This is an optimization exercise on Yosys and OpenROAD, whose aim is small area, not a production implementation.
Function was checked by simulation only, so behaviour that the tests miss may differ from the original.

==> job 7301 <==
## force_wb_scheduler
module force_wb_scheduler #(
  parameter int NUM_SRC    = 4,
  parameter int WB_WIDTH   = 112,
  parameter int FIFO_DEPTH = 8
) (
  input  logic                        clk,
  input  logic                        rst,
  input  logic                        phase_done,
  input  logic [NUM_SRC*WB_WIDTH-1:0] src_wb_out,
  input  logic [NUM_SRC-1:0]          src_wb_valid,
  input  logic [NUM_SRC-1:0]          src_all_ref_issued,
  output logic [NUM_SRC-1:0]          src_ready,
  output logic [NUM_SRC-1:0]          src_start_wb,
  output logic [WB_WIDTH-1:0]         net_out,
  output logic                        net_valid,
  input  logic                        net_ready,
  output logic                        busy,
  output logic                        wb_done,
  output logic                        overflow
);
  localparam int AW = $clog2(FIFO_DEPTH);
  localparam int CW = AW + 1;
  localparam int SW = (NUM_SRC > 1) ? $clog2(NUM_SRC) : 1;
  localparam logic [CW-1:0] DEPTH_C  = FIFO_DEPTH;
  localparam logic [CW-1:0] ALMOST_C = FIFO_DEPTH - 1;
  localparam logic [SW-1:0] LAST_SRC = NUM_SRC - 1;
  typedef enum logic [1:0] {IDLE, START, DRAIN, FLUSH} state_t;
  state_t state, next_state;
  logic [SW-1:0] cur_src, next_src;
  logic [SW-1:0] rr_ptr;
  logic any_valid;
  logic [NUM_SRC-1:0] push, pop, nonempty, start_vec, sel_oh;
  localparam int NSL = 4;                
  localparam int SLW = WB_WIDTH / NSL;    
  logic [NUM_SRC*FIFO_DEPTH*NSL-1:0] rsel;
  logic [WB_WIDTH-1:0] rdata [NUM_SRC*FIFO_DEPTH];
  for (genvar g = 0; g < NUM_SRC; g++) begin : g_src
    logic [AW-1:0] wr_ptr, rd_ptr;
  ...
Settings: LEC_CHECK=0, CAP_MARGIN=20, CORE_MARGIN=2, CORE_UTILIZATION=55, SLEW_MARGIN=20, SYNTH_HIERARCHICAL=1; clock period 6.0 ns.
standard.sh (not shown) runs the stock make flow with config.mk's settings and CLKGATE_MAP_FILE= SYNTH_SCRIPT=/design/flow/synth_recipe.tcl, a recipe that flattens the netlist after the stock synthesis.
==> flow/flow/run.sh <==
#!/bin/bash
# Standard ORFS layout with two changes: port buffers are plain buf_1 cells (resized by repair
# as needed), and the clock tree uses larger sink clusters and no dummy loads.
set -euo pipefail
export BUFFER_PORTS_ARGS="-buffer_cell sky130_fd_sc_hd__buf_1"
export CTS_ARGS="-sink_clustering_enable -repair_clock_nets -sink_clustering_size 25 -sink_clustering_max_diameter 200 -dont_use_dummy_load"
bash standard.sh > standard.log 2>&1
==> job 121: changes against job 7301 <==
==> flow/design.v (replaced) <==
module force_wb_scheduler #(
  parameter int NUM_SRC    = 4,
  parameter int WB_WIDTH   = 112,
  parameter int FIFO_DEPTH = 8
) (
  input  logic                        clk,
  input  logic                        rst,
  input  logic                        phase_done,
  input  logic [NUM_SRC*WB_WIDTH-1:0] src_wb_out,
  input  logic [NUM_SRC-1:0]          src_wb_valid,
  input  logic [NUM_SRC-1:0]          src_all_ref_issued,
  output logic [NUM_SRC-1:0]          src_ready,
  output logic [NUM_SRC-1:0]          src_start_wb,
  output logic [WB_WIDTH-1:0]         net_out,
  output logic                        net_valid,
  input  logic                        net_ready,
  output logic                        busy,
  output logic                        wb_done,
  output logic                        overflow
);
  localparam int AW = $clog2(FIFO_DEPTH);
  localparam int CW = AW + 1;
  localparam int SW = (NUM_SRC > 1) ? $clog2(NUM_SRC) : 1;
  localparam logic [CW-1:0] DEPTH_C  = FIFO_DEPTH;
  localparam logic [CW-1:0] ALMOST_C = FIFO_DEPTH - 1;
  localparam logic [SW-1:0] LAST_SRC = NUM_SRC - 1;
  typedef enum logic [1:0] {IDLE, START, DRAIN, FLUSH} state_t;
  state_t state, next_state;
  logic [SW-1:0] cur_src, next_src;
  logic [SW-1:0] rr_ptr;
  logic any_valid;
  logic [NUM_SRC-1:0] push, pop, start_vec, sel_oh;
  logic [NUM_SRC-1:0] nonempty_next, sel_next;
  logic [SW-1:0] rr_next;
  localparam int NSL = 2;                
  localparam int SLW = WB_WIDTH / NSL;    
  logic [NUM_SRC*FIFO_DEPTH-1:0] rsel;
  logic [WB_WIDTH-1:0] rdata [NUM_SRC*FIFO_DEPTH];
  for (genvar g = 0; g < NUM_SRC; g++) begin : g_src
    logic [AW-1:0] wr_ptr, rd_ptr;
    logic [CW-1:0] count, count_next;
    assign wr_ptr = rd_ptr + count[AW-1:0];
    assign count_next = count + {{AW{pop[g] & !push[g]}}, push[g] ^ pop[g]};
    assign nonempty_next[g] = (count_next != '0);
    assign pop[g] = sel_oh[g] && net_ready;
    assign push[g] = src_wb_valid[g] && (!count[AW] || pop[g]);
    assign src_ready[g] = (count < ALMOST_C);
    for (genvar s = 0; s < FIFO_DEPTH; s++) begin : g_slot
      localparam logic [AW-1:0] SI = s;
      logic [WB_WIDTH-1:0] word;
      logic [NSL-1:0] we;
      for (genvar k = 0; k < NSL; k++) begin : g_sl
        fwb_and2 u_we (.a(push[g]), .b(wr_ptr == SI), .y(we[k]));
        always_ff @(posedge clk) begin
          if (we[k]) word[k*SLW +: SLW] <= src_wb_out[g*WB_WIDTH + k*SLW +: SLW];
        end
      end
      fwb_and2 u_re (.a(sel_oh[g]), .b(rd_ptr == SI), .y(rsel[g*FIFO_DEPTH+s]));
      assign rdata[g*FIFO_DEPTH+s] = word;
    end
    always_ff @(posedge clk or negedge rst) begin
      if (!rst) begin
        rd_ptr <= '0;
        count  <= '0;
      end else begin
        rd_ptr <= rd_ptr + {{(AW-1){1'b0}}, pop[g]};
        count <= count_next;
      end
    end
  end
  logic [2*NUM_SRC-1:0] ne2, first2;
  logic [NUM_SRC-1:0] rot, first;
  always_comb begin
    ne2 = {nonempty_next, nonempty_next} >> rr_next;    
    rot = ne2[NUM_SRC-1:0];
    for (int i = 0; i < NUM_SRC; i++) begin             
      first[i] = rot[i];
      for (int j = 0; j < i; j++) first[i] = first[i] & !rot[j];
    end
    first2 = {first, first} << rr_next;
    sel_next = first2[2*NUM_SRC-1:NUM_SRC];
  end
  always_ff @(posedge clk or negedge rst) begin
    if (!rst) sel_oh <= '0;
    else      sel_oh <= sel_next;
  end
  assign any_valid = |sel_oh;
  for (genvar b = 0; b < WB_WIDTH; b++) begin : g_rd
    logic [9:0] y;
    logic [2:0] p;
    for (genvar j = 0; j < 10; j++) begin : g_aoi
      fwb_aoi222 u_aoi (
        .a1(rdata[3*j][b]),   .a2(rsel[3*j]),
        .b1(rdata[3*j+1][b]), .b2(rsel[3*j+1]),
        .c1(rdata[3*j+2][b]), .c2(rsel[3*j+2]),
        .y(y[j]));
    end
    fwb_nand4 u_n0 (.a(y[0]), .b(y[1]), .c(y[2]), .d(y[3]), .y(p[0]));
    fwb_nand4 u_n1 (.a(y[4]), .b(y[5]), .c(y[6]), .d(y[7]), .y(p[1]));
    fwb_last  u_n2 (.a1(rdata[30][b]), .a2(rsel[30]), .b1(rdata[31][b]), .b2(rsel[31]),
                    .p(y[8]), .q(y[9]), .y(p[2]));
    fwb_or3   u_o  (.a(p[0]), .b(p[1]), .c(p[2]), .y(net_out[b]));
  end
  assign net_valid = any_valid;
  logic [SW-1:0] sel_bin;
  always_comb begin
    sel_bin = '0;
    for (int i = 0; i < NUM_SRC; i++) if (sel_oh[i]) sel_bin = sel_bin | i[SW-1:0];
  end
  assign rr_next = (any_valid && net_ready) ? sel_bin + 1'b1 : rr_ptr;
  always_ff @(posedge clk or negedge rst) begin
    if (!rst) rr_ptr <= '0;
    else      rr_ptr <= rr_next;
  end
  always_ff @(posedge clk or negedge rst) begin
    if (!rst) begin
      state   <= IDLE;
      cur_src <= '0;
    end else begin
      state   <= next_state;
      cur_src <= next_src;
    end
  end
  always_comb begin
    next_state = state;
    next_src   = cur_src;
    start_vec  = '0;
    wb_done    = 1'b0;
    case (state)
      IDLE: begin
        if (phase_done) begin
          next_state = START;
          next_src   = '0;
        end
      end
      START: begin
        start_vec[cur_src] = 1'b1;
        next_state = DRAIN;
      end
      DRAIN: begin
        if (src_all_ref_issued[cur_src]) begin
          if (cur_src == LAST_SRC) begin
            next_state = FLUSH;
          end else begin
            next_src   = cur_src + 1'b1;
            next_state = START;
          end
        end
      end
      FLUSH: begin
        if (!any_valid) begin
          wb_done    = 1'b1;
          next_state = IDLE;
        end
      end
      default: next_state = IDLE;
    endcase
  end
  assign src_start_wb = start_vec;
  assign busy = (state != IDLE);
  logic [NUM_SRC-1:0] refused;
  assign refused = src_wb_valid & ~push;
  always_ff @(posedge clk or negedge rst) begin
    if (!rst) overflow <= 1'b0;
    else if (|refused) overflow <= 1'b1;
  end
endmodule
module fwb_aoi222 (
  input  logic a1, a2, b1, b2, c1, c2,
  output logic y
);
  assign y = ~((a1 & a2) | (b1 & b2) | (c1 & c2));
endmodule
module fwb_last (
  input  logic a1, a2, b1, b2, p, q,
  output logic y
);
  assign y = ~(p & q & ~((a1 & a2) | (b1 & b2)));
endmodule
module fwb_nand4 (
  input  logic a, b, c, d,
  output logic y
);
  assign y = ~(a & b & c & d);
endmodule
module fwb_or3 (
  input  logic a, b, c,
  output logic y
);
  assign y = a | b | c;
endmodule
module fwb_and2 (
  input  logic a, b,
  output logic y
);
  assign y = a & b;
endmodule
==> flow/flow/run.sh (replaced) <==
#!/bin/bash
# Standard ORFS layout with three changes: the AND gates that drive the wide read-select and
# write-enable nets get the strongest AND2 cell before placement (flow/drive.tcl), port
# buffers are plain buf_1 cells (resized by repair as needed), and the clock tree uses larger
# sink clusters and no dummy loads.
set -euo pipefail
export BUFFER_PORTS_ARGS="-buffer_cell sky130_fd_sc_hd__buf_1"
export CTS_ARGS="-sink_clustering_enable -repair_clock_nets -sink_clustering_size 28 -sink_clustering_max_diameter 80 -dont_use_dummy_load"
bash standard.sh synth floorplan > standard_floorplan.log 2>&1
RESULTS="$PWD/orfs/results/$FLOW_PLATFORM/force_wb_scheduler/base" openroad -no_init -exit flow/drive.tcl > drive.log 2>&1
bash standard.sh > standard.log 2>&1
==> flow/flow/drive.tcl (new file) <==
# Give each AND gate that drives a wide read-select or write-enable net (a stored word or
# one slice of it) the strongest AND2 cell before placement, so that repair has fewer of
# these nets to buffer.
set r $::env(RESULTS)
read_db $r/2_floorplan.odb
set m4 [[ord::get_db] findMaster sky130_fd_sc_hd__and2_4]
set n 0
foreach i [[ord::get_db_block] getInsts] {
  if {[[$i getMaster] getName] ne "sky130_fd_sc_hd__and2_1"} { continue }
  set net "NULL"
  foreach it [$i getITerms] {
    if {[$it isOutputSignal]} { set net [$it getNet] }
  }
  if {$net eq "NULL"} { continue }
  if {[llength [$net getITerms]] > 12} {
    $i swapMaster $m4
    incr n
  }
}
puts "drive.tcl: $n AND2 gates set to and2_4"
write_db $r/2_floorplan.odb
==> notes <==
Job 7301 finished with timing, DRC and antenna clean. Job 121 finished clean.
In job 7301 the non-clock buffer count is higher than in job 121, by 43.
In job 121 the synthesized area is lower than in job 7301, by 1.5%.
Against job 7301, the fmax of job 121 is larger by about 9%.
Global-route usage: job 7301 is lower than job 121 (0.82 points).
Of job 7301 and job 121, job 7301 has the higher via count (gap 0.64%, measured against job 121).

[static timing again, ports no longer ideal]
Ports are ideal in the flow. The routed layouts listed here were re-timed in OpenROAD. Step 1 sets driving cells, clkbuf_16 on the clock port and buf_2 on the other inputs (assumed; they add their load-dependent delay and slew). Step 2 adds t to the input delays and takes it off the output delays; t is the mean of the earliest and latest rising clock arrival at the registers after step 1. Input paths then give back, and output paths get back, about the clock's delay inside the block. Slacks: no drivers / after step 1 / after step 2; pairs: no drivers / after step 1.
run	t (ns)	setup slack, ns	hold slack, ns
job 7301	0.931	0.133 / 0.030 / 0.961	0.406 / 0.329 / 0.520
job 121	0.929	0.621 / 0.526 / 1.412	0.442 / 0.370 / 0.594
After both steps setup and hold are still met in every run listed.
